Context: an optimization exercise on an open-source flow, tuned for small area. The choices shown serve that exercise and are no tape-out recipe. Function was checked by simulation only, so behaviour that the tests miss may differ from the original. Power figures rest on the tool's default switching activity, not on a simulated workload.

===== design.v =====
package synth_pkg;
	localparam int NUM_OPS = 6;
endpackage
module wave_rom
(
	input logic [6:0] addr,
	output logic [6:0] data
);
	always_comb begin
		case (addr)
			7'd0: data = 7'd0;
			7'd1: data = 7'd3;
			7'd2: data = 7'd6;
			7'd3: data = 7'd9;
			7'd4: data = 7'd12;
			7'd5: data = 7'd16;
			7'd6: data = 7'd19;
			7'd7: data = 7'd22;
			7'd8: data = 7'd25;
			7'd9: data = 7'd28;
			7'd10: data = 7'd31;
			7'd11: data = 7'd34;
			7'd12: data = 7'd37;
			7'd13: data = 7'd40;
			7'd14: data = 7'd43;
			7'd15: data = 7'd46;
			7'd16: data = 7'd49;
			7'd17: data = 7'd51;
			7'd18: data = 7'd54;
			7'd19: data = 7'd57;
			7'd20: data = 7'd60;
			7'd21: data = 7'd63;
			7'd22: data = 7'd65;
			7'd23: data = 7'd68;
			7'd24: data = 7'd71;
			7'd25: data = 7'd73;
			7'd26: data = 7'd76;
			7'd27: data = 7'd78;
			7'd28: data = 7'd81;
			7'd29: data = 7'd83;
			7'd30: data = 7'd85;
			7'd31: data = 7'd88;
			7'd32: data = 7'd90;
			7'd33: data = 7'd92;
			7'd34: data = 7'd94;
			7'd35: data = 7'd96;
			7'd36: data = 7'd98;
			7'd37: data = 7'd100;
			7'd38: data = 7'd102;
			7'd39: data = 7'd104;
			7'd40: data = 7'd106;
			7'd41: data = 7'd107;
			7'd42: data = 7'd109;
			7'd43: data = 7'd111;
			7'd44: data = 7'd112;
			7'd45: data = 7'd113;
			7'd46: data = 7'd115;
			7'd47: data = 7'd116;
			7'd48: data = 7'd117;
			7'd49: data = 7'd118;
			7'd50: data = 7'd120;
			7'd51: data = 7'd121;
			7'd52: data = 7'd122;
			7'd53: data = 7'd122;
			7'd54: data = 7'd123;
			7'd55: data = 7'd124;
			7'd56: data = 7'd125;
			7'd57: data = 7'd125;
			7'd58: data = 7'd126;
			7'd59: data = 7'd126;
			7'd60: data = 7'd126;
			7'd61: data = 7'd127;
			7'd62: data = 7'd127;
			7'd63: data = 7'd127;
			7'd64: data = 7'd127;
			7'd65: data = 7'd127;
			7'd66: data = 7'd127;
			7'd67: data = 7'd127;
			7'd68: data = 7'd126;
			7'd69: data = 7'd126;
			7'd70: data = 7'd126;
			7'd71: data = 7'd125;
			7'd72: data = 7'd125;
			7'd73: data = 7'd124;
			7'd74: data = 7'd123;
			7'd75: data = 7'd122;
			7'd76: data = 7'd122;
			7'd77: data = 7'd121;
			7'd78: data = 7'd120;
			7'd79: data = 7'd118;
			7'd80: data = 7'd117;
			7'd81: data = 7'd116;
			7'd82: data = 7'd115;
			7'd83: data = 7'd113;
			7'd84: data = 7'd112;
			7'd85: data = 7'd111;
			7'd86: data = 7'd109;
			7'd87: data = 7'd107;
			7'd88: data = 7'd106;
			7'd89: data = 7'd104;
			7'd90: data = 7'd102;
			7'd91: data = 7'd100;
			7'd92: data = 7'd98;
			7'd93: data = 7'd96;
			7'd94: data = 7'd94;
			7'd95: data = 7'd92;
			7'd96: data = 7'd90;
			7'd97: data = 7'd88;
			7'd98: data = 7'd85;
			7'd99: data = 7'd83;
			7'd100: data = 7'd81;
			7'd101: data = 7'd78;
			7'd102: data = 7'd76;
			7'd103: data = 7'd73;
			7'd104: data = 7'd71;
			7'd105: data = 7'd68;
			7'd106: data = 7'd65;
			7'd107: data = 7'd63;
			7'd108: data = 7'd60;
			7'd109: data = 7'd57;
			7'd110: data = 7'd54;
			7'd111: data = 7'd51;
			7'd112: data = 7'd49;
			7'd113: data = 7'd46;
			7'd114: data = 7'd43;
			7'd115: data = 7'd40;
			7'd116: data = 7'd37;
			7'd117: data = 7'd34;
			7'd118: data = 7'd31;
			7'd119: data = 7'd28;
			7'd120: data = 7'd25;
			7'd121: data = 7'd22;
			7'd122: data = 7'd19;
			7'd123: data = 7'd16;
			7'd124: data = 7'd12;
			7'd125: data = 7'd9;
			7'd126: data = 7'd6;
			7'd127: data = 7'd3;
			default: data = 7'd0;
		endcase
	end
endmodule
module rip_add #(
	parameter int W = 16
) (
	input logic [W-1:0] a,
	input logic [W-1:0] b,
	input logic ci,
	output logic [W-1:0] s,
	output logic co
);
	logic [W:0] c;
	assign c[0] = ci;
	for (genvar i = 0; i < W; i++) begin : g_bit
		assign s[i] = a[i] ^ b[i] ^ c[i];
		assign c[i + 1] = (a[i] & b[i]) | (c[i] & (a[i] ^ b[i]));
	end
	assign co = c[W];
endmodule
module voice_mixer
(
	input logic [6:0] mag,
	input logic sgn,
	input logic [15:0] lvl,  
	input logic [18:0] base,
	output logic [18:0] acc_new
);
	logic [26:8] sum;
	logic [15:0] lx;
	assign lx = lvl ^ {16{sgn}};
	logic p1;
	logic p2;
	logic p3;
	logic p4;
	logic p5;
	logic p6;
	logic p7;
	logic p8;
	logic p9;
	logic p10;
	logic p11;
	logic p12;
	logic p13;
	logic p14;
	logic p15;
	logic p16;
	logic p17;
	logic p18;
	logic p19;
	logic p20;
	logic p21;
	logic p22;
	logic p23;
	logic p24;
	logic p25;
	logic p26;
	logic p27;
	logic p28;
	logic p29;
	logic p30;
	logic p31;
	logic p32;
	logic p33;
	logic p34;
	logic p35;
	logic p36;
	logic p37;
	logic p38;
	logic p39;
	logic p40;
	logic p41;
	logic p42;
	logic p43;
	logic p44;
	logic p45;
	logic p46;
	logic p47;
	logic p48;
	logic p49;
	logic p50;
	logic p51;
	logic p52;
	logic p53;
	logic p54;
	logic p55;
	logic p56;
	logic p57;
	logic p58;
	logic p59;
	logic p60;
	logic p61;
	logic p62;
	logic p63;
	logic p64;
	logic p65;
	logic p66;
	logic p67;
	logic p68;
	logic p69;
	logic p70;
	logic p71;
	logic p72;
	logic p73;
	logic p74;
	logic p75;
	logic p76;
	logic p77;
	logic p78;
	logic p79;
	logic p80;
	logic p81;
	logic p82;
	logic p83;
	logic p84;
	logic p85;
	logic p86;
	logic p87;
	logic p88;
	logic p89;
	logic p90;
	logic p91;
	logic p92;
	logic p93;
	logic p94;
	logic p95;
	logic p96;
	logic p97;
	logic p98;
	logic p99;
	logic p100;
	logic p101;
	logic p102;
	logic p103;
	logic p104;
	logic p105;
	logic p106;
	logic p107;
	logic p108;
	logic p109;
	logic p110;
	logic p111;
	logic p112;
	logic p113;
	logic p114;
	logic p115;
	logic p116;
	logic p117;
	logic p118;
	logic p119;
	logic s120;
	logic c121;
	logic s122;
	logic c123;
	logic s124;
	logic c125;
	logic s126;
	logic c127;
	logic s128;
	logic c129;
	logic s130;
	logic c131;
	logic s132;
	logic c133;
	logic s134;
	logic c135;
	logic s136;
	logic c137;
	logic s138;
	logic c139;
	logic s140;
	logic c141;
	logic s142;
	logic c143;
	logic s144;
	logic c145;
	logic s146;
	logic c147;
	logic s148;
	logic c149;
	logic s150;
	logic c151;
	logic s152;
	logic c153;
	logic s154;
	logic c155;
	logic s156;
	logic c157;
	logic s158;
	logic c159;
	logic s160;
	logic c161;
	logic s162;
	logic c163;
	logic s164;
	logic c165;
	logic s166;
	logic c167;
	logic s168;
	logic c169;
	logic s170;
	logic c171;
	logic s172;
	logic c173;
	logic s174;
	logic c175;
	logic s176;
	logic c177;
	logic s178;
	logic c179;
	logic s180;
	logic c181;
	logic s182;
	logic c183;
	logic s184;
	logic c185;
	logic s186;
	logic c187;
	logic s188;
	logic c189;
	logic s190;
	logic c191;
	logic s192;
	logic c193;
	logic s194;
	logic c195;
	logic s196;
	logic c197;
	logic s198;
	logic c199;
	logic s200;
	logic c201;
	logic s202;
	logic c203;
	logic s204;
	logic c205;
	logic s206;
	logic c207;
	logic s208;
	logic c209;
	logic s210;
	logic c211;
	logic s212;
	logic c213;
	logic s214;
	logic c215;
	logic s216;
	logic c217;
	logic s218;
	logic c219;
	logic s220;
	logic c221;
	logic s222;
	logic c223;
	logic s224;
	logic c225;
	logic s226;
	logic c227;
	logic s228;
	logic c229;
	logic s230;
	logic c231;
	logic s232;
	logic c233;
	logic s234;
	logic c235;
	logic s236;
	logic c237;
	logic s238;
	logic c239;
	logic s240;
	logic c241;
	logic s242;
	logic c243;
	logic s244;
	logic c245;
	logic s246;
	logic c247;
	logic s248;
	logic c249;
	logic s250;
	logic c251;
	logic s252;
	logic c253;
	logic s254;
	logic c255;
	logic s256;
	logic c257;
	logic s258;
	logic c259;
	logic s260;
	logic c261;
	logic s262;
	logic c263;
	logic s264;
	logic c265;
	logic s266;
	logic c267;
	logic s268;
	logic c269;
	logic s270;
	logic c271;
	logic s272;
	logic c273;
	logic s274;
	logic c275;
	logic s276;
	logic c277;
	logic s278;
	logic c279;
	logic s280;
	logic c281;
	logic s282;
	logic c283;
	logic s284;
	logic c285;
	logic s286;
	logic c287;
	logic s288;
	logic c289;
	logic s290;
	logic c291;
	logic s292;
	logic c293;
	logic s294;
	logic c295;
	logic s296;
	logic c297;
	logic s298;
	logic c299;
	logic s300;
	logic c301;
	logic s302;
	logic c303;
	logic s304;
	logic c305;
	logic s306;
	logic c307;
	logic s308;
	logic c309;
	logic s310;
	logic c311;
	logic r312;
	logic r313;
	logic r314;
	logic r315;
	logic r316;
	logic r317;
	logic r318;
	logic r319;
	logic r320;
	logic r321;
	logic r322;
	logic r323;
	logic r324;
	logic r325;
	logic u326;
	logic v327;
	logic r328;
	logic r329;
	logic u330;
	logic v331;
	logic r332;
	logic r333;
	logic u334;
	logic v335;
	logic r336;
	logic r337;
	logic u338;
	logic v339;
	logic r340;
	logic r341;
	logic u342;
	logic v343;
	logic r344;
	logic r345;
	logic u346;
	logic v347;
	logic r348;
	logic r349;
	logic u350;
	logic v351;
	logic r352;
	logic r353;
	logic u354;
	logic v355;
	logic r356;
	logic r357;
	logic u358;
	logic v359;
	logic r360;
	logic r361;
	logic u362;
	logic v363;
	logic r364;
	logic r365;
	logic u366;
	logic v367;
	logic r368;
	logic r369;
	logic u370;
	logic v371;
	logic r372;
	logic r373;
	logic u374;
	logic v375;
	assign p1 = mag[0] & lx[0];
	assign p2 = mag[0] & lx[1];
	assign p3 = mag[0] & lx[2];
	assign p4 = mag[0] & lx[3];
	assign p5 = mag[0] & lx[4];
	assign p6 = mag[0] & lx[5];
	assign p7 = mag[0] & lx[6];
	assign p8 = mag[0] & lx[7];
	assign p9 = mag[0] & lx[8];
	assign p10 = mag[0] & lx[9];
	assign p11 = mag[0] & lx[10];
	assign p12 = mag[0] & lx[11];
	assign p13 = mag[0] & lx[12];
	assign p14 = mag[0] & lx[13];
	assign p15 = mag[0] & lx[14];
	assign p16 = ~(mag[0] & lx[15]);
	assign p17 = sgn & mag[0];
	assign p18 = mag[1] & lx[0];
	assign p19 = mag[1] & lx[1];
	assign p20 = mag[1] & lx[2];
	assign p21 = mag[1] & lx[3];
	assign p22 = mag[1] & lx[4];
	assign p23 = mag[1] & lx[5];
	assign p24 = mag[1] & lx[6];
	assign p25 = mag[1] & lx[7];
	assign p26 = mag[1] & lx[8];
	assign p27 = mag[1] & lx[9];
	assign p28 = mag[1] & lx[10];
	assign p29 = mag[1] & lx[11];
	assign p30 = mag[1] & lx[12];
	assign p31 = mag[1] & lx[13];
	assign p32 = mag[1] & lx[14];
	assign p33 = ~(mag[1] & lx[15]);
	assign p34 = sgn & mag[1];
	assign p35 = mag[2] & lx[0];
	assign p36 = mag[2] & lx[1];
	assign p37 = mag[2] & lx[2];
	assign p38 = mag[2] & lx[3];
	assign p39 = mag[2] & lx[4];
	assign p40 = mag[2] & lx[5];
	assign p41 = mag[2] & lx[6];
	assign p42 = mag[2] & lx[7];
	assign p43 = mag[2] & lx[8];
	assign p44 = mag[2] & lx[9];
	assign p45 = mag[2] & lx[10];
	assign p46 = mag[2] & lx[11];
	assign p47 = mag[2] & lx[12];
	assign p48 = mag[2] & lx[13];
	assign p49 = mag[2] & lx[14];
	assign p50 = ~(mag[2] & lx[15]);
	assign p51 = sgn & mag[2];
	assign p52 = mag[3] & lx[0];
	assign p53 = mag[3] & lx[1];
	assign p54 = mag[3] & lx[2];
	assign p55 = mag[3] & lx[3];
	assign p56 = mag[3] & lx[4];
	assign p57 = mag[3] & lx[5];
	assign p58 = mag[3] & lx[6];
	assign p59 = mag[3] & lx[7];
	assign p60 = mag[3] & lx[8];
	assign p61 = mag[3] & lx[9];
	assign p62 = mag[3] & lx[10];
	assign p63 = mag[3] & lx[11];
	assign p64 = mag[3] & lx[12];
	assign p65 = mag[3] & lx[13];
	assign p66 = mag[3] & lx[14];
	assign p67 = ~(mag[3] & lx[15]);
	assign p68 = sgn & mag[3];
	assign p69 = mag[4] & lx[0];
	assign p70 = mag[4] & lx[1];
	assign p71 = mag[4] & lx[2];
	assign p72 = mag[4] & lx[3];
	assign p73 = mag[4] & lx[4];
	assign p74 = mag[4] & lx[5];
	assign p75 = mag[4] & lx[6];
	assign p76 = mag[4] & lx[7];
	assign p77 = mag[4] & lx[8];
	assign p78 = mag[4] & lx[9];
	assign p79 = mag[4] & lx[10];
	assign p80 = mag[4] & lx[11];
	assign p81 = mag[4] & lx[12];
	assign p82 = mag[4] & lx[13];
	assign p83 = mag[4] & lx[14];
	assign p84 = ~(mag[4] & lx[15]);
	assign p85 = sgn & mag[4];
	assign p86 = mag[5] & lx[0];
	assign p87 = mag[5] & lx[1];
	assign p88 = mag[5] & lx[2];
	assign p89 = mag[5] & lx[3];
	assign p90 = mag[5] & lx[4];
	assign p91 = mag[5] & lx[5];
	assign p92 = mag[5] & lx[6];
	assign p93 = mag[5] & lx[7];
	assign p94 = mag[5] & lx[8];
	assign p95 = mag[5] & lx[9];
	assign p96 = mag[5] & lx[10];
	assign p97 = mag[5] & lx[11];
	assign p98 = mag[5] & lx[12];
	assign p99 = mag[5] & lx[13];
	assign p100 = mag[5] & lx[14];
	assign p101 = ~(mag[5] & lx[15]);
	assign p102 = sgn & mag[5];
	assign p103 = mag[6] & lx[0];
	assign p104 = mag[6] & lx[1];
	assign p105 = mag[6] & lx[2];
	assign p106 = mag[6] & lx[3];
	assign p107 = mag[6] & lx[4];
	assign p108 = mag[6] & lx[5];
	assign p109 = mag[6] & lx[6];
	assign p110 = mag[6] & lx[7];
	assign p111 = mag[6] & lx[8];
	assign p112 = mag[6] & lx[9];
	assign p113 = mag[6] & lx[10];
	assign p114 = mag[6] & lx[11];
	assign p115 = mag[6] & lx[12];
	assign p116 = mag[6] & lx[13];
	assign p117 = mag[6] & lx[14];
	assign p118 = ~(mag[6] & lx[15]);
	assign p119 = sgn & mag[6];
	assign s120 = p6 ^ p22;
	assign c121 = p6 & p22;
	assign s122 = p7 ^ p23 ^ p39;
	assign c123 = (p7 & p23) | (p7 & p39) | (p23 & p39);
	assign s124 = p55 ^ p71;
	assign c125 = p55 & p71;
	assign s126 = p8 ^ p24 ^ p40;
	assign c127 = (p8 & p24) | (p8 & p40) | (p24 & p40);
	assign s128 = p56 ^ p72;
	assign c129 = p56 & p72;
	assign s130 = p9 ^ p25 ^ p41;
	assign c131 = (p9 & p25) | (p9 & p41) | (p25 & p41);
	assign s132 = p57 ^ p73 ^ p89;
	assign c133 = (p57 & p73) | (p57 & p89) | (p73 & p89);
	assign s134 = p10 ^ p26 ^ p42;
	assign c135 = (p10 & p26) | (p10 & p42) | (p26 & p42);
	assign s136 = p58 ^ p74 ^ p90;
	assign c137 = (p58 & p74) | (p58 & p90) | (p74 & p90);
	assign s138 = p11 ^ p27 ^ p43;
	assign c139 = (p11 & p27) | (p11 & p43) | (p27 & p43);
	assign s140 = p59 ^ p75 ^ p91;
	assign c141 = (p59 & p75) | (p59 & p91) | (p75 & p91);
	assign s142 = p12 ^ p28 ^ p44;
	assign c143 = (p12 & p28) | (p12 & p44) | (p28 & p44);
	assign s144 = p60 ^ p76 ^ p92;
	assign c145 = (p60 & p76) | (p60 & p92) | (p76 & p92);
	assign s146 = p13 ^ p29 ^ p45;
	assign c147 = (p13 & p29) | (p13 & p45) | (p29 & p45);
	assign s148 = p61 ^ p77 ^ p93;
	assign c149 = (p61 & p77) | (p61 & p93) | (p77 & p93);
	assign s150 = p14 ^ p30 ^ p46;
	assign c151 = (p14 & p30) | (p14 & p46) | (p30 & p46);
	assign s152 = p62 ^ p78 ^ p94;
	assign c153 = (p62 & p78) | (p62 & p94) | (p78 & p94);
	assign s154 = p15 ^ p31 ^ p47;
	assign c155 = (p15 & p31) | (p15 & p47) | (p31 & p47);
	assign s156 = p63 ^ p79 ^ p95;
	assign c157 = (p63 & p79) | (p63 & p95) | (p79 & p95);
	assign s158 = p16 ^ p32 ^ p48;
	assign c159 = (p16 & p32) | (p16 & p48) | (p32 & p48);
	assign s160 = p64 ^ p80 ^ p96;
	assign c161 = (p64 & p80) | (p64 & p96) | (p80 & p96);
	assign s162 = p33 ^ p49 ^ p65;
	assign c163 = (p33 & p49) | (p33 & p65) | (p49 & p65);
	assign s164 = p81 ^ p97;
	assign c165 = p81 & p97;
	assign s166 = p50 ^ p66 ^ p82;
	assign c167 = (p50 & p66) | (p50 & p82) | (p66 & p82);
	assign s168 = p4 ^ p20;
	assign c169 = p4 & p20;
	assign s170 = p5 ^ p21 ^ p37;
	assign c171 = (p5 & p21) | (p5 & p37) | (p21 & p37);
	assign s172 = p53 ^ p69;
	assign c173 = p53 & p69;
	assign s174 = s120 ^ p38 ^ p54;
	assign c175 = (s120 & p38) | (s120 & p54) | (p38 & p54);
	assign s176 = p70 ^ p86 ^ p102;
	assign c177 = (p70 & p86) | (p70 & p102) | (p86 & p102);
	assign s178 = c121 ^ s122 ^ s124;
	assign c179 = (c121 & s122) | (c121 & s124) | (s122 & s124);
	assign s180 = p87 ^ p103 ^ p119;
	assign c181 = (p87 & p103) | (p87 & p119) | (p103 & p119);
	assign s182 = c123 ^ c125 ^ s126;
	assign c183 = (c123 & c125) | (c123 & s126) | (c125 & s126);
	assign s184 = s128 ^ p88 ^ p104;
	assign c185 = (s128 & p88) | (s128 & p104) | (p88 & p104);
	assign s186 = c127 ^ c129 ^ s130;
	assign c187 = (c127 & c129) | (c127 & s130) | (c129 & s130);
	assign s188 = s132 ^ p105 ^ base[0];
	assign c189 = (s132 & p105) | (s132 & base[0]) | (p105 & base[0]);
	assign s190 = c131 ^ c133 ^ s134;
	assign c191 = (c131 & c133) | (c131 & s134) | (c133 & s134);
	assign s192 = s136 ^ p106 ^ base[1];
	assign c193 = (s136 & p106) | (s136 & base[1]) | (p106 & base[1]);
	assign s194 = c135 ^ c137 ^ s138;
	assign c195 = (c135 & c137) | (c135 & s138) | (c137 & s138);
	assign s196 = s140 ^ p107 ^ base[2];
	assign c197 = (s140 & p107) | (s140 & base[2]) | (p107 & base[2]);
	assign s198 = c139 ^ c141 ^ s142;
	assign c199 = (c139 & c141) | (c139 & s142) | (c141 & s142);
	assign s200 = s144 ^ p108 ^ base[3];
	assign c201 = (s144 & p108) | (s144 & base[3]) | (p108 & base[3]);
	assign s202 = c143 ^ c145 ^ s146;
	assign c203 = (c143 & c145) | (c143 & s146) | (c145 & s146);
	assign s204 = s148 ^ p109 ^ base[4];
	assign c205 = (s148 & p109) | (s148 & base[4]) | (p109 & base[4]);
	assign s206 = c147 ^ c149 ^ s150;
	assign c207 = (c147 & c149) | (c147 & s150) | (c149 & s150);
	assign s208 = s152 ^ p110 ^ base[5];
	assign c209 = (s152 & p110) | (s152 & base[5]) | (p110 & base[5]);
	assign s210 = c151 ^ c153 ^ s154;
	assign c211 = (c151 & c153) | (c151 & s154) | (c153 & s154);
	assign s212 = s156 ^ p111 ^ base[6];
	assign c213 = (s156 & p111) | (s156 & base[6]) | (p111 & base[6]);
	assign s214 = c155 ^ c157 ^ s158;
	assign c215 = (c155 & c157) | (c155 & s158) | (c157 & s158);
	assign s216 = s160 ^ p112 ^ base[7];
	assign c217 = (s160 & p112) | (s160 & base[7]) | (p112 & base[7]);
	assign s218 = c159 ^ c161 ^ s162;
	assign c219 = (c159 & c161) | (c159 & s162) | (c161 & s162);
	assign s220 = s164 ^ p113 ^ base[8];
	assign c221 = (s164 & p113) | (s164 & base[8]) | (p113 & base[8]);
	assign s222 = c163 ^ c165 ^ s166;
	assign c223 = (c163 & c165) | (c163 & s166) | (c165 & s166);
	assign s224 = p98 ^ p114 ^ base[9];
	assign c225 = (p98 & p114) | (p98 & base[9]) | (p114 & base[9]);
	assign s226 = c167 ^ p67 ^ p83;
	assign c227 = (c167 & p67) | (c167 & p83) | (p67 & p83);
	assign s228 = p99 ^ p115 ^ base[10];
	assign c229 = (p99 & p115) | (p99 & base[10]) | (p115 & base[10]);
	assign s230 = p84 ^ p100 ^ p116;
	assign c231 = (p84 & p100) | (p84 & p116) | (p100 & p116);
	assign s232 = p3 ^ p19;
	assign c233 = p3 & p19;
	assign s234 = s168 ^ p36 ^ p52;
	assign c235 = (s168 & p36) | (s168 & p52) | (p36 & p52);
	assign s236 = c169 ^ s170 ^ s172;
	assign c237 = (c169 & s170) | (c169 & s172) | (s170 & s172);
	assign s238 = c171 ^ c173 ^ s174;
	assign c239 = (c171 & c173) | (c171 & s174) | (c173 & s174);
	assign s240 = c175 ^ c177 ^ s178;
	assign c241 = (c175 & c177) | (c175 & s178) | (c177 & s178);
	assign s242 = c179 ^ c181 ^ s182;
	assign c243 = (c179 & c181) | (c179 & s182) | (c181 & s182);
	assign s244 = c183 ^ c185 ^ s186;
	assign c245 = (c183 & c185) | (c183 & s186) | (c185 & s186);
	assign s246 = c187 ^ c189 ^ s190;
	assign c247 = (c187 & c189) | (c187 & s190) | (c189 & s190);
	assign s248 = c191 ^ c193 ^ s194;
	assign c249 = (c191 & c193) | (c191 & s194) | (c193 & s194);
	assign s250 = c195 ^ c197 ^ s198;
	assign c251 = (c195 & c197) | (c195 & s198) | (c197 & s198);
	assign s252 = c199 ^ c201 ^ s202;
	assign c253 = (c199 & c201) | (c199 & s202) | (c201 & s202);
	assign s254 = c203 ^ c205 ^ s206;
	assign c255 = (c203 & c205) | (c203 & s206) | (c205 & s206);
	assign s256 = c207 ^ c209 ^ s210;
	assign c257 = (c207 & c209) | (c207 & s210) | (c209 & s210);
	assign s258 = c211 ^ c213 ^ s214;
	assign c259 = (c211 & c213) | (c211 & s214) | (c213 & s214);
	assign s260 = c215 ^ c217 ^ s218;
	assign c261 = (c215 & c217) | (c215 & s218) | (c217 & s218);
	assign s262 = c219 ^ c221 ^ s222;
	assign c263 = (c219 & c221) | (c219 & s222) | (c221 & s222);
	assign s264 = c223 ^ c225 ^ s226;
	assign c265 = (c223 & c225) | (c223 & s226) | (c225 & s226);
	assign s266 = c227 ^ c229 ^ s230;
	assign c267 = (c227 & c229) | (c227 & s230) | (c229 & s230);
	assign s268 = c231 ^ p101 ^ p117;
	assign c269 = (c231 & p101) | (c231 & p117) | (p101 & p117);
	assign s270 = p2 ^ p18;
	assign c271 = p2 & p18;
	assign s272 = s232 ^ p35 ^ p51;
	assign c273 = (s232 & p35) | (s232 & p51) | (p35 & p51);
	assign s274 = c233 ^ s234 ^ p68;
	assign c275 = (c233 & s234) | (c233 & p68) | (s234 & p68);
	assign s276 = c235 ^ s236 ^ p85;
	assign c277 = (c235 & s236) | (c235 & p85) | (s236 & p85);
	assign s278 = c237 ^ s238 ^ s176;
	assign c279 = (c237 & s238) | (c237 & s176) | (s238 & s176);
	assign s280 = c239 ^ s240 ^ s180;
	assign c281 = (c239 & s240) | (c239 & s180) | (s240 & s180);
	assign s282 = c241 ^ s242 ^ s184;
	assign c283 = (c241 & s242) | (c241 & s184) | (s242 & s184);
	assign s284 = c243 ^ s244 ^ s188;
	assign c285 = (c243 & s244) | (c243 & s188) | (s244 & s188);
	assign s286 = c245 ^ s246 ^ s192;
	assign c287 = (c245 & s246) | (c245 & s192) | (s246 & s192);
	assign s288 = c247 ^ s248 ^ s196;
	assign c289 = (c247 & s248) | (c247 & s196) | (s248 & s196);
	assign s290 = c249 ^ s250 ^ s200;
	assign c291 = (c249 & s250) | (c249 & s200) | (s250 & s200);
	assign s292 = c251 ^ s252 ^ s204;
	assign c293 = (c251 & s252) | (c251 & s204) | (s252 & s204);
	assign s294 = c253 ^ s254 ^ s208;
	assign c295 = (c253 & s254) | (c253 & s208) | (s254 & s208);
	assign s296 = c255 ^ s256 ^ s212;
	assign c297 = (c255 & s256) | (c255 & s212) | (s256 & s212);
	assign s298 = c257 ^ s258 ^ s216;
	assign c299 = (c257 & s258) | (c257 & s216) | (s258 & s216);
	assign s300 = c259 ^ s260 ^ s220;
	assign c301 = (c259 & s260) | (c259 & s220) | (s260 & s220);
	assign s302 = c261 ^ s262 ^ s224;
	assign c303 = (c261 & s262) | (c261 & s224) | (s262 & s224);
	assign s304 = c263 ^ s264 ^ s228;
	assign c305 = (c263 & s264) | (c263 & s228) | (s264 & s228);
	assign s306 = c265 ^ s266 ^ base[11];
	assign c307 = (c265 & s266) | (c265 & base[11]) | (s266 & base[11]);
	assign s308 = c267 ^ s268 ^ base[12];
	assign c309 = (c267 & s268) | (c267 & base[12]) | (s268 & base[12]);
	assign s310 = c269 ^ p118 ^ base[13];
	assign c311 = (c269 & p118) | (c269 & base[13]) | (p118 & base[13]);
	assign r312 = (p1 & p17) | (1'b0 & (p1 ^ p17));
	assign r313 = (s270 & p34) | (r312 & (s270 ^ p34));
	assign r314 = (c271 & s272) | (r313 & (c271 ^ s272));
	assign r315 = (c273 & s274) | (r314 & (c273 ^ s274));
	assign r316 = (c275 & s276) | (r315 & (c275 ^ s276));
	assign r317 = (c277 & s278) | (r316 & (c277 ^ s278));
	assign r318 = (c279 & s280) | (r317 & (c279 ^ s280));
	assign r319 = (c281 & s282) | (r318 & (c281 ^ s282));
	assign sum[8] = c283 ^ s284 ^ r319;
	assign r320 = (c283 & s284) | (r319 & (c283 ^ s284));
	assign sum[9] = c285 ^ s286 ^ r320;
	assign r321 = (c285 & s286) | (r320 & (c285 ^ s286));
	assign sum[10] = c287 ^ s288 ^ r321;
	assign r322 = (c287 & s288) | (r321 & (c287 ^ s288));
	assign sum[11] = c289 ^ s290 ^ r322;
	assign r323 = (c289 & s290) | (r322 & (c289 ^ s290));
	assign sum[12] = c291 ^ s292 ^ r323;
	assign r324 = (c291 & s292) | (r323 & (c291 ^ s292));
	assign sum[13] = c293 ^ s294 ^ r324;
	assign r325 = (c293 & s294) | (r324 & (c293 ^ s294));
	assign u326 = c295 ^ s296 ^ 1'b0;
	assign v327 = c295 ^ s296 ^ 1'b1;
	assign sum[14] = r325 ? v327 : u326;
	assign r328 = (c295 & s296) | (1'b0 & (c295 ^ s296));
	assign r329 = (c295 & s296) | (1'b1 & (c295 ^ s296));
	assign u330 = c297 ^ s298 ^ r328;
	assign v331 = c297 ^ s298 ^ r329;
	assign sum[15] = r325 ? v331 : u330;
	assign r332 = (c297 & s298) | (r328 & (c297 ^ s298));
	assign r333 = (c297 & s298) | (r329 & (c297 ^ s298));
	assign u334 = c299 ^ s300 ^ r332;
	assign v335 = c299 ^ s300 ^ r333;
	assign sum[16] = r325 ? v335 : u334;
	assign r336 = (c299 & s300) | (r332 & (c299 ^ s300));
	assign r337 = (c299 & s300) | (r333 & (c299 ^ s300));
	assign u338 = c301 ^ s302 ^ r336;
	assign v339 = c301 ^ s302 ^ r337;
	assign sum[17] = r325 ? v339 : u338;
	assign r340 = (c301 & s302) | (r336 & (c301 ^ s302));
	assign r341 = (c301 & s302) | (r337 & (c301 ^ s302));
	assign u342 = c303 ^ s304 ^ r340;
	assign v343 = c303 ^ s304 ^ r341;
	assign sum[18] = r325 ? v343 : u342;
	assign r344 = (c303 & s304) | (r340 & (c303 ^ s304));
	assign r345 = (c303 & s304) | (r341 & (c303 ^ s304));
	assign u346 = c305 ^ s306 ^ r344;
	assign v347 = c305 ^ s306 ^ r345;
	assign sum[19] = r325 ? v347 : u346;
	assign r348 = (c305 & s306) | (r344 & (c305 ^ s306));
	assign r349 = (c305 & s306) | (r345 & (c305 ^ s306));
	assign u350 = c307 ^ s308 ^ r348;
	assign v351 = c307 ^ s308 ^ r349;
	assign sum[20] = r325 ? v351 : u350;
	assign r352 = (c307 & s308) | (r348 & (c307 ^ s308));
	assign r353 = (c307 & s308) | (r349 & (c307 ^ s308));
	assign u354 = c309 ^ s310 ^ r352;
	assign v355 = c309 ^ s310 ^ r353;
	assign sum[21] = r325 ? v355 : u354;
	assign r356 = (c309 & s310) | (r352 & (c309 ^ s310));
	assign r357 = (c309 & s310) | (r353 & (c309 ^ s310));
	assign u358 = c311 ^ base[14] ^ r356;
	assign v359 = c311 ^ base[14] ^ r357;
	assign sum[22] = r325 ? v359 : u358;
	assign r360 = (c311 & base[14]) | (r356 & (c311 ^ base[14]));
	assign r361 = (c311 & base[14]) | (r357 & (c311 ^ base[14]));
	assign u362 = base[15] ^ 1'b0 ^ r360;
	assign v363 = base[15] ^ 1'b0 ^ r361;
	assign sum[23] = r325 ? v363 : u362;
	assign r364 = (base[15] & 1'b0) | (r360 & (base[15] ^ 1'b0));
	assign r365 = (base[15] & 1'b0) | (r361 & (base[15] ^ 1'b0));
	assign u366 = base[16] ^ 1'b0 ^ r364;
	assign v367 = base[16] ^ 1'b0 ^ r365;
	assign sum[24] = r325 ? v367 : u366;
	assign r368 = (base[16] & 1'b0) | (r364 & (base[16] ^ 1'b0));
	assign r369 = (base[16] & 1'b0) | (r365 & (base[16] ^ 1'b0));
	assign u370 = base[17] ^ 1'b0 ^ r368;
	assign v371 = base[17] ^ 1'b0 ^ r369;
	assign sum[25] = r325 ? v371 : u370;
	assign r372 = (base[17] & 1'b0) | (r368 & (base[17] ^ 1'b0));
	assign r373 = (base[17] & 1'b0) | (r369 & (base[17] ^ 1'b0));
	assign u374 = base[18] ^ 1'b0 ^ r372;
	assign v375 = base[18] ^ 1'b0 ^ r373;
	assign sum[26] = r325 ? v375 : u374;
	assign acc_new = sum[26:8];
endmodule
module fm_voice (
	input logic clk37,
	input logic rst,
	input logic cmd_valid,
	input logic [31:0] cmd_data,
	output logic signed [15:0] sample,
	output logic sample_valid,
	output logic cmd_busy
);
	localparam int NOPS = synth_pkg::NUM_OPS;
	logic [2:0] s;
	logic [2:0] s3;  
	logic started;  
	logic z2, z1, z0;  
	logic clr_f;  
	logic clr_e;
	assign s3 = (s >= 3'd3) ? s - 3'd3 : s + 3'd3;
	always_ff @(posedge clk37) begin
		if (rst) begin
			s <= 3'd3;
			started <= 1'b0;
			z2 <= 1'b1;
			z1 <= 1'b1;
			z0 <= 1'b1;
		end else begin
			s <= (s == 3'd5) ? 3'd0 : s + 3'd1;
			if (s == 3'd1) started <= 1'b1;
			if (started && s == 3'd3) z2 <= 1'b0;
			z1 <= z2;
			z0 <= z1;
		end
	end
	assign clr_f = z0 && !started && (s[2] | (s[1] & s[0]));  
	assign clr_e = z2;
	logic [3:0] words_left;
	logic cur_env;  
	logic [2:0] cur_idx;
	logic gate;
	logic [5:0] mix_mask;
	logic [31:0] fld [1:7];  
	logic [31:0] last_q;  
	logic [2:0] eidx;  
	logic [2:0] fidx;  
	logic last_word;
	logic idx_ok;
	logic wr_env;
	logic wr_freq;
	assign cmd_busy = |words_left;
	assign last_word = cmd_valid && (words_left == 4'd1) && !rst;
	assign idx_ok = !(cur_idx[2] && cur_idx[1]);
	assign wr_env = last_word && idx_ok && cur_env;
	assign wr_freq = last_word && idx_ok && !cur_env;
	always_ff @(posedge clk37) begin
		if (rst) begin
			words_left <= '0;
			gate <= 1'b0;
			mix_mask <= '0;
		end else if (cmd_valid) begin
			if (cmd_busy) begin
				words_left <= words_left - 4'd1;
			end else begin
				cur_env <= cmd_data[31:24] == 8'd1;
				cur_idx <= cmd_data[18:16];
				if (cmd_data[31:24] == 8'd1) words_left <= 4'd8;
				if (cmd_data[31:24] == 8'd3) words_left <= 4'd1;
				if (cmd_data[31:24] == 8'd2) begin
					gate <= cmd_data[0];
					mix_mask <= cmd_data[13:8];
				end
			end
		end
	end
	always_ff @(posedge clk37) begin
		if ((cmd_valid && words_left == 4'd8) || wr_freq) fld[1] <= cmd_data;
		for (int m = 2; m < 8; m++) begin
			if (cmd_valid && words_left == 4'(9 - m)) fld[m] <= cmd_data;
		end
		if (wr_env) last_q <= cmd_data;
		if (wr_env) eidx <= cur_idx;
		if (wr_freq) fidx <= cur_idx;
	end
	logic pend_a, pend_b, pend_f;
	logic live0, live3, pa0, pa3, pb3;
	logic flive0, flive3, pf0, pf3;
	logic ins_a0, ins_a3, ins_b3, ins_f0, ins_f3;
	logic [31:0] re_inc_w;
	logic [31:0] freq_w0, freq_w3;
	assign live0 = wr_env && cur_idx == s;
	assign live3 = wr_env && cur_idx == s3;
	assign pa0 = pend_a && eidx == s;
	assign pa3 = pend_a && eidx == s3;
	assign pb3 = pend_b && eidx == s3;
	assign flive0 = wr_freq && cur_idx == s;
	assign flive3 = wr_freq && cur_idx == s3;
	assign pf0 = pend_f && fidx == s;
	assign pf3 = pend_f && fidx == s3;
	assign ins_a0 = live0 || pa0;
	assign ins_a3 = live3 || pa3;
	assign ins_b3 = live3 || pb3;
	assign ins_f0 = flive0 || pf0;
	assign ins_f3 = flive3 || pf3;
	assign re_inc_w = wr_env ? cmd_data : last_q;
	assign freq_w0 = flive0 ? cmd_data : fld[1];
	assign freq_w3 = flive3 ? cmd_data : fld[1];
	always_ff @(posedge clk37) begin
		if (rst) begin
			pend_a <= 1'b0;
			pend_b <= 1'b0;
			pend_f <= 1'b0;
		end else begin
			pend_a <= (wr_env && !live0 && !live3) || (pend_a && !pa0 && !pa3);
			pend_b <= (wr_env && !live3) || (pend_b && !pb3);
			pend_f <= (wr_freq && !flive0 && !flive3) || (pend_f && !pf0 && !pf3);
		end
	end
	logic [95:0] pa [NOPS];  
	logic [127:0] pb [NOPS];  
	logic [31:0] pr [NOPS];  
	logic [31:0] pf [NOPS];  
	logic [95:0] a_w;
	logic [127:0] b_w;
	assign a_w = {fld[1], fld[2], fld[3]};
	assign b_w = {fld[4], fld[5], fld[6], fld[7]};
	logic keep_a0, keep_a3, keep_b3, keep_f0, keep_f3;
	assign keep_a0 = !ins_a0 && !clr_e;
	assign keep_a3 = !ins_a3 && !clr_e;
	assign keep_b3 = !ins_b3 && !clr_e;
	assign keep_f0 = !ins_f0 && !clr_f;
	assign keep_f3 = !ins_f3 && !clr_f;
	always_ff @(posedge clk37) begin
		pa[0] <= pa[1];
		pa[1] <= pa[2];
		pa[2] <= ({96{ins_a3}} & a_w) | ({96{keep_a3}} & pa[3]);
		pa[3] <= pa[4];
		pa[4] <= pa[5];
		pa[5] <= ({96{ins_a0}} & a_w) | ({96{keep_a0}} & pa[0]);
		pr[0] <= pr[1];
		pr[1] <= pr[2];
		pr[2] <= ({32{ins_b3}} & re_inc_w) | ({32{keep_b3}} & pr[3]);
		pr[3] <= pr[4];
		pr[4] <= pr[5];
		pr[5] <= pr[0];
		pb[0] <= pb[1];
		pb[1] <= pb[2];
		pb[2] <= ({128{ins_b3}} & b_w) | ({128{keep_b3}} & pb[3]);
		pb[3] <= pb[4];
		pb[4] <= pb[5];
		pb[5] <= pb[0];
		pf[0] <= pf[1];
		pf[1] <= pf[2];
		pf[2] <= ({32{ins_f3}} & freq_w3) | ({32{keep_f3}} & pf[3]);
		pf[3] <= pf[4];
		pf[4] <= pf[5];
		pf[5] <= ({32{ins_f0}} & freq_w0) | ({32{keep_f0}} & pf[0]);
	end
	logic [2:0] st_r [NOPS];
	logic [31:0] cnt_r [NOPS];
	logic [31:0] amp_r [NOPS];
	logic [31:0] ph_r [NOPS];
	logic gate_d1, gate_d2;
	always_ff @(posedge clk37) begin
		gate_d1 <= gate;
		gate_d2 <= gate_d1;
	end
	logic [15:0] ph_lo;
	logic ph_c;
	rip_add #(16) ph_lo_add (
		.a(z2 ? 16'd0 : ph_r[2][15:0]),
		.b(pf[2][15:0]),
		.ci(1'b0),
		.s(ph_lo),
		.co(ph_c)
	);
	logic [15:0] ph_hi;
	logic ph_cq;
	logic [2:0] st1;
	logic [15:0] isel1;
	logic [15:0] amp_lo;
	logic amp_c, amp_cq;
	rip_add #(16) ph_hi_add (
		.a(z1 ? 16'd0 : ph_r[1][31:16]),
		.b(pf[1][31:16]),
		.ci(ph_cq),
		.s(ph_hi),
		.co()
	);
	assign st1 = z1 ? 3'd0 : st_r[1];
	always_comb begin
		case (st1)
			3'd1: isel1 = pa[1][47:32];  
			3'd2: isel1 = pb[1][111:96];  
			default: isel1 = pr[1][15:0];  
		endcase
	end
	rip_add #(16) amp_lo_add (
		.a(amp_r[1][15:0]),
		.b(isel1),
		.ci(1'b0),
		.s(amp_lo),
		.co(amp_c)
	);
	always_ff @(posedge clk37) begin
		ph_cq <= ph_c;
		amp_cq <= amp_c;
	end
	logic [31:0] at_time, at_inc, de_time, de_inc, su_time, su_lvl, re_time, re_inc;
	assign {at_time, at_inc, de_time} = pa[0];
	assign {de_inc, su_time, su_lvl, re_time} = pb[0];
	assign re_inc = pr[0];
	logic [2:0] st;
	logic is_i, is_s, is_r;
	logic [31:0] tsel, amp_sum, cnt_inc;
	logic [15:0] isel0;
	logic eq, tr;
	logic [2:0] nst;
	logic [31:0] ncnt, namp;
	assign st = z0 ? 3'd0 : st_r[0];
	assign is_i = st == 3'd0;
	assign is_s = st == 3'd3;
	assign is_r = !(is_i || st == 3'd1 || st == 3'd2 || is_s);
	always_comb begin
		case (st)
			3'd1: tsel = at_time;
			3'd2: tsel = de_time;
			3'd3: tsel = su_time;
			default: tsel = re_time;
		endcase
		case (st)
			3'd1: isel0 = at_inc[31:16];
			3'd2: isel0 = de_inc[31:16];
			default: isel0 = re_inc[31:16];
		endcase
	end
	assign eq = cnt_r[0] == tsel;
	rip_add #(16) amp_hi_add (
		.a(amp_r[0][31:16]),
		.b(isel0),
		.ci(amp_cq),
		.s(amp_sum[31:16]),
		.co()
	);
	assign amp_sum[15:0] = amp_r[0][15:0];
	assign cnt_inc = cnt_r[0] + 32'd1;
	assign tr = is_r ? (eq || amp_sum[31]) : (eq || !gate_d2);
	always_comb begin
		if (is_i) nst = {2'b00, gate_d2};
		else if (!tr) nst = st;
		else if (is_r) nst = 3'd0;
		else if (gate_d2) nst = st + 3'd1;
		else nst = 3'd4;
	end
	assign ncnt = (is_i || tr) ? 32'd0 : cnt_inc;
	assign namp = is_s ? su_lvl : ((is_i || (is_r && tr)) ? 32'd0 : amp_sum);
	always_ff @(posedge clk37) begin
		for (int k = 0; k < NOPS - 1; k++) begin
			st_r[k] <= st_r[k + 1];
			cnt_r[k] <= cnt_r[k + 1];
			amp_r[k] <= amp_r[k + 1];
			ph_r[k] <= ph_r[k + 1];
		end
		ph_r[1][15:0] <= ph_lo;
		ph_r[0][31:16] <= ph_hi;
		amp_r[0][15:0] <= amp_lo;
		st_r[NOPS - 1] <= nst;
		cnt_r[NOPS - 1] <= ncnt;
		amp_r[NOPS - 1] <= namp;
		ph_r[NOPS - 1] <= ph_r[0];
	end
	logic [6:0] rom_data;
	logic [6:0] mag;
	logic sgn;
	logic [18:0] acc;
	logic [18:0] acc_new;
	wave_rom wave_rom_inst (
		.addr(ph_r[0][30:24]),
		.data(rom_data)
	);
	always_ff @(posedge clk37) begin
		mag <= mix_mask[s] ? rom_data : 7'd0;
		sgn <= mix_mask[s] && ph_r[0][31];
	end
	voice_mixer voice_mixer_inst (
		.mag(mag),
		.sgn(sgn),
		.lvl(amp_r[NOPS - 1][31:16]),
		.base((s == 3'd1) ? 19'd426752 : acc),
		.acc_new(acc_new)
	);
	always_ff @(posedge clk37) begin
		acc <= acc_new;
	end
	assign sample = acc[18:3];
	assign sample_valid = started && s == 3'd1;
endmodule

===== flow/run.sh =====
#!/bin/bash
# The standard layout (standard.sh), except that clock tree synthesis adds
# no dummy loads to balance the tree. The full tool output goes to standard.log
# here and to the ORFS logs under orfs/logs.
set -e
cd "$(dirname "$0")/.."
export CTS_ARGS="-sink_clustering_enable -repair_clock_nets -dont_use_dummy_load -sink_clustering_size 30 -sink_clustering_max_diameter 60 -buf_list sky130_fd_sc_hd__clkbuf_16"
bash standard.sh > standard.log 2>&1

===== standard.sh =====
#!/bin/bash
# synth_recipe.tcl (not shown) runs the flow's synth.tcl, then flattens the netlist and writes it again
# the make line also repeats each setting of config.mk as NAME=value (left out here)
make -C /OpenROAD-flow-scripts/flow DESIGN_CONFIG=/design/flow/config.mk WORK_HOME=/design/flow/orfs CLKGATE_MAP_FILE= SYNTH_SCRIPT=/design/flow/synth_recipe.tcl "${@:-finish}"

===== config.mk =====
export PLATFORM = sky130hd
export DESIGN_NAME = fm_voice
export DESIGN_NICKNAME = fm_voice
export VERILOG_FILES = /design/flow/design.v
export SDC_FILE = /design/flow/constraint.sdc
export NUM_CORES = 4
export LEC_CHECK = 0
export CAP_MARGIN = 20
export CORE_MARGIN = 2
export CORE_UTILIZATION = 70
export CTS_BUF_LIST = sky130_fd_sc_hd__clkbuf_16
export CTS_CLUSTER_DIAMETER = 60
export CTS_CLUSTER_SIZE = 30
export PLACE_DENSITY = 0.8
export SLEW_MARGIN = 20

===== constraint.sdc =====
create_clock -name core_clock -period 10.0 [get_ports {clk37}]
set_input_delay 2.0000 -clock core_clock [delete_from_list [all_inputs] [get_ports {clk37}]]
set_output_delay 2.0000 -clock core_clock [all_outputs]
set_load 0.01 [all_outputs]

==> results of run 1 <==
synth_stat cells (7+ instances only):
cell type / number
dfxtp_1: 2406
nand2_1: 718
nand2b_1: 242
edfxtp_1: 234
o21ai_0: 222
clkbuf_1: 195
a21oi_1: 184
fa_1: 162
inv_1: 154
nor2_1: 152
nand3b_1: 130
and2_1: 87
nand3_1: 75
mux2i_1: 71
a31oi_1: 68
xnor2_1: 54
xor2_1: 46
ha_1: 42
buf_2: 39
a211oi_1: 37
a32oi_1: 32
nor2b_1: 32
buf_4: 19
a22o_1: 16
a22oi_1: 16
nand4_1: 16
nor3_1: 14
and3_1: 12
buf_1: 12
o21a_1: 7
stage by stage:
step                      power (mW)  std cells  setup TNS [ns]
after floorplan                 11.2       5567               0
after global placement          11.4       6813          -0.639
after detailed placement        11.4       6814          -0.787
after CTS                       16.3       6935               0
after global routing            16.7       6937               0
final                           16.2       6937               0
worst min path at each step:
| stage | startpoint | endpoint | depth (start not counted) |
|---|---|---|---|
| 3_3_place_gp | pb[5][127] | pb[4][127] | 0 |
| 2_1_floorplan | amp_r[1][16] | amp_r[0][16] | 0 |
| 5_1_grt | pr[4][12] | pr[3][12] | 0 |
| 3_5_place_dp | amp_r[5][13] | amp_r[4][13] | 0 |
| 4_1_cts | pr[4][12] | pr[3][12] | 0 |
| 6_report | pr[4][12] | pr[3][12] | 0 |
power by group through the flow:
stage | clock (mW) | sequential (mW) | combinational [mW]
floorplan | 0 | 10.9 | 0.269
global placement | 0 | 11.0 | 0.396
detailed placement | 0 | 11.0 | 0.406
CTS | 5.13 | 10.7 | 0.409
global route | 5.51 | 10.7 | 0.452
finish | 5.06 | 10.7 | 0.407
area by class of cell:
class	instances	share of cell area (%)
multi-input cells	2504	21.2
inverters	155	0.743
well taps	1380	2.20
repair buffers	136	1.51
flip-flops and latches	2640	70.5
clock buffers	120	3.83
diodes	2	0.00639
cells by family (layout without fill, tap and decap cells):
| group | Yosys count | count (layout) | synth area share, % |
|---|---|---|---|
| muxes | 74 | 74 | 1.06 |
| DFF | 2640 | 2640 | 75.3 |
| AOI/OAI and AO/OA | 621 | 621 | 4.99 |
| adders and majority gates | 204 | 204 | 5.14 |
| xor gates and xnor gates | 100 | 100 | 1.19 |
| and+or+nand+nor | 1505 | 1505 | 9.99 |
| buffers and inverters | 423 | 411 | 2.36 |
| other | 0 | 2 | 0 |
layer usage:
| layer | wire length (µm) | GRT usage [%] | part of all wire (%) | up-vias |
|---|---|---|---|---|
| li1 | - | - | - | 17900 |
| met4 | 2900 | 6.79 | 2.0 | 2 |
| met1 | 65400 | 39.5 | 46 | 18800 |
| met5 | 13 | 0 | 0.0091 | - |
| met3 | 8860 | 3.83 | 6.2 | 170 |
| met2 | 66400 | 42.8 | 46 | 1025 |
timing repair:
action / in CTS / in global routing
hold buffers: 0 / 0
endpoints found under the setup margin: 3 / 3
cloned: 0 / 0
pin swaps: 5 / 8
gates resized for setup: 4 / 5
setup buffers: 1 / 0
sequential cells by signal, summed over array words and instances (netlist names), 4 cells and up:
signal	count
mix_mask	6
last_q	32
fld	224
pf	192
cnt_r	192
pb	768
st_r	18
amp_r	192
pa	576
pr	192
ph_r	192
mag	7
words_left	4
acc	19
worst max-delay path: cells and delay by family, from the launching register on:
family / cells / cell delay [ns]
flip-flops: 1 / 0.34
buffers and inverters: 5 / 0.34
adder cells (fa/ha/maj): 22 / 8.06
AO/OA/AOI/OAI: 2 / 0.16
AND/OR/NAND/NOR: 2 / 0.27
XOR/XNOR: 2 / 0.31
==> flow_metrics.py, run 1 <==
metrics = {
    "synthesis": {
        "synth_enable_flop_cells": 234,
        "ys_seq_elements": 2640,
        "synth_cell_type_count": 61,
        "synthFlopType": "dfxtp_1",
        "yosys_warnings": 20,
        "async_flop_share_pct": 0,
        "syn_inst": 5567,
        "seq_area_frac_synth_pct": 75.3,
        "syn_area_um2": 73300,
        "synth.area.top_cells": "dfxtp_1 66%, edfxtp_1 9.6%, fa_1 4.4%",
        "synth_top_cell_by_area": "dfxtp_1",
        "avgSynthCellArea_um2": 13.2,
        "synth_top_area_share_pct": 65.7,
        "syn_nets": 5806,
    },
    "die": {
        "die_area_um2": 107000,
        "rows": 118,
        "initial_core_util_pct": 70.8,
        "dieWidth_um": 328,
        "ioPinCount": 53,
        "coreArea_um2": 104000,
        "die_h_um": 328,
    },
    "power_and_ir_drop": {
        "combPwrFrac_pct": 2.5,
        "p_leak_nw": 30.4,
        "max-vdd-ir-drop_mv": 0.166,
        "clock_power_share_pct": 31.3,
        "sw_frac_of_total_pct": 19.7,
        "power_frac_seq_pct": 66.2,
        "power_density_nw_per_um2": 207,
        "p_sw_mw": 3.20,
        "intPower_mw": 13.0,
    },
    "sta": {
        "slew_viol_final": 0,
        "fin_ws_ns": 0.395,
        "min_period_ns": 9.61,
        "relSlewSlack_pct": 26.9,
        "finalHoldViolations": 0,
        "fin_hold_ws_ns": 0.256,
        "rsz0062_at_grt": "false",
        "final.period_utilization_pct": 96.1,
        "worst_pin_slew_ns": 1.10,
        "setup_viol": 0,
        "skew_ns": 0.105,
        "clock.fmax_mhz": 104,
    },
    "finish": {
        "final_area_um2": 78300,
        "multi_input_area_um2": 16600,
        "seqCellArea_um2": 55200,
        "utilization_pct": 75.6,
        "layout_common_cells": "2403 x dfxtp_1, 714 x nand2_1, 240 x nand2b_1",
        "drive_above_1_share_pct": 4.81,
        "fill_cells": 6305,
        "layout_commonest_cell": "dfxtp_1",
        "num-nets-final": 5796,
        "syn2layout_area_growth_pct": 6.83,
    },
    "worst_setup_path": {
        "crit_path_top_delay_cell": "fa_1",
        "r2r_setup_slack_ns": 0.39,
        "crit_top_cell": "fa_2",
        "critPathMaxFanout": 8,
        "critPathCaptureType": "register",
        "required_ns": 10.58,
        "reg2reg_to": "acc[18]",
        "crit_path_max_incr_delay_ns": 0.54,
        "arrival_ns": 10.18,
        "criticalPathCategory": "reg2reg",
        "timing.rr.start": "sgn",
        "ff2ff_path_depth": 33,
        "worst_setup_path_start_kind": "register",
        "crit_path_end": "acc[18]",
        "crit_start": "sgn",
    },
    "clocking": {
        "htreeDepth": 3,
        "numCtsBuffers": 120,
        "cts_sinks": 2640,
        "cts_tree": "done",
        "clk_pin_slew_ns": 0.10,
        "cts_buffer_depth": 3,
        "clk_latency_ns": 0.74,
        "root_buffer": "clkbuf_16",
    },
    "route": {
        "firstDrtPassIters": 5,
        "routed_wirelength_um": 144000,
        "ant_nets": 0,
        "initialDrtViolationCount": 3134,
        "vias": 37800,
        "wl_per_cell_um": 20.7,
        "drt_drc_violations_left": 0,
        "vias_per_cell": 5.46,
    },
    "outcome": {
        "status": "complete, no violations",
    },
    "grt": {
        "overflow": 0,
        "grtUsageTotal_pct": 26.9,
        "antenna_found_initial": 8,
        "first_global_vias": 37900,
        "grt_pass1_wl_um": 220000,
        "grt_max_degree": 93,
    },
    "place": {
        "place_congestion": 0.835,
        "port_buffers": 52,
        "hpwlAfterDp_um": 86800,
        "pre_cts_slack_ns": -0.351,
        "postPlaceCellArea_um2": 75300,
    },
    "job": {
        "maxCapViolCount": 0,
    },
    "min_path": {
        "min_path_type": "reg2reg",
    },
}
==> inputs of run 2 (changes only) <==
--- a/config.mk
+++ b/config.mk
@@ -6,5 +6,5 @@
 export NUM_CORES = 4
 export LEC_CHECK = 0
-export CAP_MARGIN = 20
+export CAP_MARGIN = 0
 export CORE_MARGIN = 2
 export CORE_UTILIZATION = 70
@@ -12,4 +12,5 @@
 export CTS_CLUSTER_DIAMETER = 60
 export CTS_CLUSTER_SIZE = 30
+export GPL_TIMING_DRIVEN = 0
 export PLACE_DENSITY = 0.8
-export SLEW_MARGIN = 20
+export SLEW_MARGIN = 0
==> flow_metrics.py, run 2 <==
metrics = {
    "outcome": {
        "status": "complete, no violations",
    },
    "finish": {
        "layout_commonest_cell": "dfxtp_1",
        "final_area_um2": 79400,
        "largest_reg_flops": 768,
        "drive_above_1_share_pct": 5.03,
        "layout_common_cells": "2403 x dfxtp_1, 715 x nand2_1, 240 x nand2b_1",
        "largest-register": "pb",
        "largestRegisters": "pb: 768 flops, pa: 576 flops, fld: 224 flops",
        "syn2layout_area_growth_pct": 8.30,
        "num-nets-final": 6009,
    },
    "sta": {
        "clock.fmax_mhz": 103,
        "setup_tns_ns": 0,
        "slew_viol_final": 0,
        "min_period_ns": 9.71,
        "fin_hold_ws_ns": 0.259,
        "final.period_utilization_pct": 97.1,
        "worst_pin_slew_ns": 1.37,
        "skew_ns": 0.0768,
        "finalHoldViolations": 0,
        "fin_ws_ns": 0.289,
        "setup_viol": 0,
        "relSlewSlack_pct": 8.49,
    },
    "job": {
        "maxCapViolCount": 0,
    },
    "synthesis": {
        "synthFlopType": "dfxtp_1",
        "ys_seq_elements": 2640,
        "yosys.cell_count.top_type": "dfxtp_1",
        "synth_top_cell_by_area": "dfxtp_1",
        "syn_inst": 5567,
        "synth_cell_type_count": 61,
        "async_flop_share_pct": 0,
        "syn_nets": 5806,
        "seq_area_frac_synth_pct": 75.3,
        "syn_area_um2": 73300,
        "synth_enable_flop_cells": 234,
        "yosys-top-cells-count": "2406 x dfxtp_1, 718 x nand2_1, 242 x nand2b_1",
        "avgSynthCellArea_um2": 13.2,
        "yosys_warnings": 20,
        "synth.area.top_cells": "dfxtp_1 66%, edfxtp_1 9.6%, fa_1 4.4%",
        "synth_top_area_share_pct": 65.7,
    },
    "route": {
        "vias": 39900,
        "wl_per_cell_um": 23.4,
        "drt_drc_violations_left": 0,
        "initialDrtViolationCount": 3961,
        "routed_wirelength_um": 168000,
        "ant_nets": 0,
        "vias_per_cell": 5.58,
        "firstDrtPassIters": 5,
    },
    "clocking": {
        "cts_tree": "done",
        "clk_pin_slew_ns": 0.10,
        "root_buffer": "clkbuf_16",
        "htreeDepth": 4,
        "cts_buffer_depth": 3,
        "clk_latency_ns": 0.76,
        "cts_sinks": 2640,
        "numCtsBuffers": 131,
    },
    "worst_setup_path": {
        "crit_top_cell": "fa_1",
        "criticalPathCategory": "reg2reg",
        "crit_path_top_delay_cell": "fa_2",
        "critPathBufInv": 7,
        "required_ns": 10.68,
        "critPathCaptureType": "register",
        "crit_path_max_incr_delay_ns": 0.48,
        "worst_setup_path_start_kind": "register",
        "crit_family": "adder cells",
        "critPathMaxFanout": 10,
        "arrival_ns": 10.39,
    },
    "place": {
        "pre_cts_slack_ns": -1.07,
        "port_buffers": 52,
        "place_congestion": 0.932,
        "hpwlAfterDp_um": 116000,
        "postPlaceCellArea_um2": 75900,
    },
    "grt": {
        "grt_max_degree": 33,
        "first_global_vias": 39300,
        "grtUsageTotal_pct": 31.4,
        "antenna_found_initial": 10,
        "grt_pass1_wl_um": 246000,
        "overflow": 0,
    },
    "die": {
        "ioPinCount": 53,
        "initial_core_util_pct": 70.8,
        "coreArea_um2": 104000,
        "rows": 118,
        "dieWidth_um": 328,
        "die_area_um2": 107000,
        "die_h_um": 328,
    },
    "power_and_ir_drop": {
        "p_leak_nw": 30.8,
        "finalPower_mw": 16.6,
        "max-vdd-ir-drop_mv": 0.220,
        "power_density_nw_per_um2": 209,
    },
    "min_path": {
        "min_path_type": "reg2reg",
    },
}
==> run 2: cell counts after synthesis <==
No cell type changed its count.
==> run 2: repair_timing <==
| item | in CTS | in global routing |
|---|---|---|
| buffers inserted | 5 | 3 |
| gates resized for setup | 30 | 20 |
| endpoints found under the hold margin | 0 | 0 |
| pin swaps | 11 | 17 |
| hold buffers | 0 | 0 |
| setup endpoints to repair | 72 | 66 |
==> run 2: report_power, final <==
part           internal (mW)  leakage, nW  switching, mW
clock                   2.34         1.61           3.02
combinational          0.204         7.71          0.285
sequential              10.7         21.5         0.0184
total                   13.2         30.8           3.32
==> run 2: area by class of cell <==
| cell class | instances | area (µm²) |
|---|---|---|
| Sequential cell | 2640 | 55200 |
| Fill cell | 6278 | 24200 |
| Multi-Input combinational cell | 2504 | 16700 |
| Clock buffer | 131 | 3280 |
| Tap cell | 1380 | 1730 |
| Buffer | 263 | 1190 |
| Timing Repair Buffer | 75 | 777 |
| Inverter | 155 | 582 |
| Antenna cell | 6 | 15.0 |
==> run 2: per-layer routing <==
metal  routed length, µm  up-vias  GRT usage, %
li1                    -    18300             -
met1               72200    19700          44.4
met2               76700     1505          49.2
met3               11600      322          4.51
met4                7240        4          12.9
met5                  18        -             0
==> run 2: final timing paths <==
kind         startpoint      endpoint  slack (ns)  cells past startpoint
max reg2reg          z0  amp_r[5][15]        0.29                     32
max                  z0  amp_r[5][15]        0.29                     32
min           pb[5][28]     pb[4][28]        0.26                      0
min reg2reg   pb[5][28]     pb[4][28]        0.26                      0
==> run 2: cell families (layout without fill, tap and decap cells) <==
logic type | count (synthesis) | after routing | synth area share [%]
xor+xnor | 100 | 100 | 1.19
flops | 2640 | 2640 | 75.3
mux | 74 | 74 | 1.06
compound gates | 621 | 621 | 4.99
simple gates | 1505 | 1505 | 9.99
other cells | 0 | 6 | 0
buf+inv | 423 | 624 | 2.36
fa+ha+maj | 204 | 204 | 5.14
==> run 2: stage by stage <==
step	instances	util (%)
floorplan	5567	-
global placement	6999	73.0
detailed placement	7014	73.3
CTS	7146	76.6
global route	7148	76.6
finish	7154	76.6
==> inputs of run 3 (changes only) <==
--- a/flow/run.sh
+++ b/flow/run.sh
@@ -5,4 +5,5 @@
 set -e
 cd "$(dirname "$0")/.."
+export BUFFER_PORTS_ARGS="-buffer_cell sky130_fd_sc_hd__buf_1"
 export CTS_ARGS="-sink_clustering_enable -repair_clock_nets -dont_use_dummy_load -sink_clustering_size 30 -sink_clustering_max_diameter 60 -buf_list sky130_fd_sc_hd__clkbuf_16"
 bash standard.sh > standard.log 2>&1
--- a/config.mk
+++ b/config.mk
@@ -6,5 +6,5 @@
 export NUM_CORES = 4
 export LEC_CHECK = 0
-export CAP_MARGIN = 0
+export CAP_MARGIN = 20
 export CORE_MARGIN = 2
 export CORE_UTILIZATION = 70
@@ -12,5 +12,4 @@
 export CTS_CLUSTER_DIAMETER = 60
 export CTS_CLUSTER_SIZE = 30
-export GPL_TIMING_DRIVEN = 0
 export PLACE_DENSITY = 0.8
-export SLEW_MARGIN = 0
+export SLEW_MARGIN = 20
==> flow_metrics.py, run 3 <==
metrics = {
    "outcome": {
        "status": "complete, no violations",
    },
    "synthesis": {
        "synth_top_cell_by_area": "dfxtp_1",
        "yosys-top-cells-count": "2406 x dfxtp_1, 718 x nand2_1, 242 x nand2b_1",
        "avgSynthCellArea_um2": 13.2,
        "seq_area_frac_synth_pct": 75.3,
        "synth.area.top_cells": "dfxtp_1 66%, edfxtp_1 9.6%, fa_1 4.4%",
        "synth_cell_type_count": 61,
        "yosys.cell_count.top_type": "dfxtp_1",
        "syn_area_um2": 73300,
        "async_flop_share_pct": 0,
        "synth_top_area_share_pct": 65.7,
        "synth.area.mux_share_pct": 1.06,
        "syn_inst": 5567,
        "synth_top_family_by_area": "simple AND/OR/NAND/NOR gates",
        "synth_fa_ha_area_share_pct": 5.14,
        "synth_compound_area_share_pct": 4.99,
        "synth-simple-area-share_pct": 9.99,
        "synth_enable_flop_cells": 234,
        "synthXorXnorAreaFrac_pct": 1.19,
        "syn_nets": 5806,
        "synthFlopType": "dfxtp_1",
        "ys_seq_elements": 2640,
        "yosys_warnings": 20,
    },
    "sta": {
        "skew_ns": 0.0880,
        "fin_ws_ns": 0.430,
        "min_period_ns": 9.57,
        "setup_tns_ns": 0,
        "slew_viol_final": 0,
        "finalHoldViolations": 0,
        "rsz0062_at_grt": "false",
        "setup_viol": 0,
        "clock.fmax_mhz": 104,
        "relSlewSlack_pct": 25.5,
        "worst_pin_slew_ns": 1.12,
        "final.period_utilization_pct": 95.7,
    },
    "finish": {
        "fill_cells": 6231,
        "syn2layout_area_growth_pct": 6.93,
        "drive_above_1_share_pct": 5.08,
        "final_area_um2": 78400,
        "num-nets-final": 5815,
        "layout_commonest_cell": "dfxtp_1",
        "layout_common_cells": "2404 x dfxtp_1, 713 x nand2_1, 240 x nand2b_1",
        "largest-register": "pb",
        "largestRegisters": "pb: 768 flops, pa: 576 flops, fld: 224 flops",
        "largest_reg_flops": 768,
    },
    "place": {
        "place_congestion": 0.816,
        "postPlaceCellArea_um2": 75000,
        "port_buffers": 52,
        "pre_cts_slack_ns": -0.253,
        "hpwlAfterDp_um": 86300,
    },
    "min_path": {
        "min_path_type": "reg2reg",
        "min_delay_path_depth": 0,
    },
    "power_and_ir_drop": {
        "finalPower_mw": 16.5,
        "power_density_nw_per_um2": 210,
        "p_leak_nw": 30.5,
        "max-vdd-ir-drop_mv": 0.154,
    },
    "job": {
        "maxCapViolCount": 0,
    },
    "grt": {
        "overflow": 0,
        "first_global_vias": 38300,
        "grt_max_degree": 99,
        "antenna_found_initial": 6,
        "grtUsageTotal_pct": 27.3,
        "grt_pass1_wl_um": 224000,
    },
    "route": {
        "routed_wirelength_um": 145000,
        "vias": 37900,
        "initialDrtViolationCount": 3045,
        "wl_per_cell_um": 20.8,
        "vias_per_cell": 5.45,
        "firstDrtPassIters": 5,
        "drt_drc_violations_left": 0,
        "ant_nets": 0,
    },
    "worst_setup_path": {
        "crit_top_cell": "fa_2",
        "critPathBufInv": 6,
        "required_ns": 10.62,
        "crit_path_top_delay_cell": "fa_1",
        "crit_path_max_incr_delay_ns": 0.55,
        "ff2ff_path_depth": 34,
        "arrival_ns": 10.19,
        "crit_family": "adder cells",
        "criticalPathCategory": "reg2reg",
        "critPathMaxFanout": 7,
        "worst_setup_path_start_kind": "register",
        "path_depth": 34,
        "critPathCaptureType": "register",
    },
    "clocking": {
        "root_buffer": "clkbuf_16",
        "clk_latency_ns": 0.77,
        "htreeDepth": 4,
        "cts_tree": "done",
        "cts_sinks": 2640,
        "numCtsBuffers": 133,
        "holdBufCountCts": 0,
        "cts_buffer_depth": 3,
        "clk_pin_slew_ns": 0.10,
    },
    "die": {
        "die_area_um2": 107000,
        "coreArea_um2": 104000,
        "die_h_um": 328,
        "dieWidth_um": 328,
        "ioPinCount": 53,
        "initial_core_util_pct": 70.8,
        "rows": 118,
    },
}
run 3: per-stage QoR:
stage / instances / util (%) / hold WS (ns)
floorplan: 5567 / - / 0.310
global placement: 6817 / 72.3 / 0.309
detailed placement: 6818 / 72.4 / 0.312
CTS: 6952 / 75.6 / 0.267
global route: 6955 / 75.7 / 0.261
finish: 6955 / 75.7 / 0.265
run 3: worst paths after layout:
path / start / endpoint / slack [ns]
worst max-delay path: sgn / acc[18] / 0.43
worst min-delay path: amp_r[4][25] / amp_r[3][25] / 0.26
worst max register to register: sgn / acc[18] / 0.43
worst min register to register: amp_r[4][25] / amp_r[3][25] / 0.26
run 3: area by class of cell:
type | instances | area [µm²] | area share (%)
flip-flops and latches | 2640 | 55200 | 70.4
multi-input cells | 2504 | 16700 | 21.2
clock buffers | 133 | 3330 | 4.24
well taps | 1380 | 1730 | 2.20
repair buffers | 142 | 927 | 1.18
inverters | 155 | 582 | 0.742
diodes | 1 | 2.50 | 0.00319
run 3: kinds of logic (layout without fill, tap and decap cells):
| logic type | after synthesis | count (layout) |
|---|---|---|
| DFF | 2640 | 2640 |
| and+or+nand+nor | 1505 | 1505 |
| AOI/OAI and AO/OA | 621 | 621 |
| buffers and inverters | 423 | 430 |
| adders and majority gates | 204 | 204 |
| xor gates and xnor gates | 100 | 100 |
| muxes | 74 | 74 |
| other | 0 | 1 |
run 3: metal layers:
| layer | wire length (µm) | track usage (%) | part of all wire [%] |
|---|---|---|---|
| met5 | 8 | 0 | 0.0055 |
| met4 | 2880 | 6.70 | 2.0 |
| met3 | 8410 | 4.08 | 5.8 |
| met2 | 66500 | 42.6 | 46 |
| met1 | 67000 | 40.8 | 46 |
run 3: where the power goes:
part,switching [mW],internal [mW]
clock network,3.01,2.38
registers,0.0268,10.7
logic,0.240,0.130
total,3.28,13.2
run 3: what timing repair did:
item | 4_1_cts | 5_1_grt
setup buffers | 1 | 1
pin swaps | 4 | 11
setup endpoints to repair | 3 | 3
gates resized for setup | 3 | 6

==> static timing again, ports no longer ideal <==
The results above use ideal ports. As a check the final layouts listed here were re-extracted and re-timed, cells and wires unchanged.
Step 1 sets driving cells, clkbuf_16 on the clock port and buf_2 on the other inputs (assumed; they add their load-dependent delay and slew).
Step 2 times the ports against the registers' clock, not the clock port: input delays grow and output delays shrink by t, the midpoint of the rising clock arrivals with the driver on.
Slacks: ideal / step 1 / step 2; pairs: ideal / step 1.
run | t, ns | slack for setup (ns) | worst hold slack (ns)
run 1 | 0.766 | 0.395 / 0.395 / 0.395 | 0.256 / 0.256 / 0.256
run 2 | 0.808 | 0.289 / 0.289 / 0.289 | 0.259 / 0.259 / 0.259
run 3 | 0.799 | 0.430 / 0.430 / 0.430 | 0.265 / 0.265 / 0.265
After both steps setup and hold are still met in every run listed.
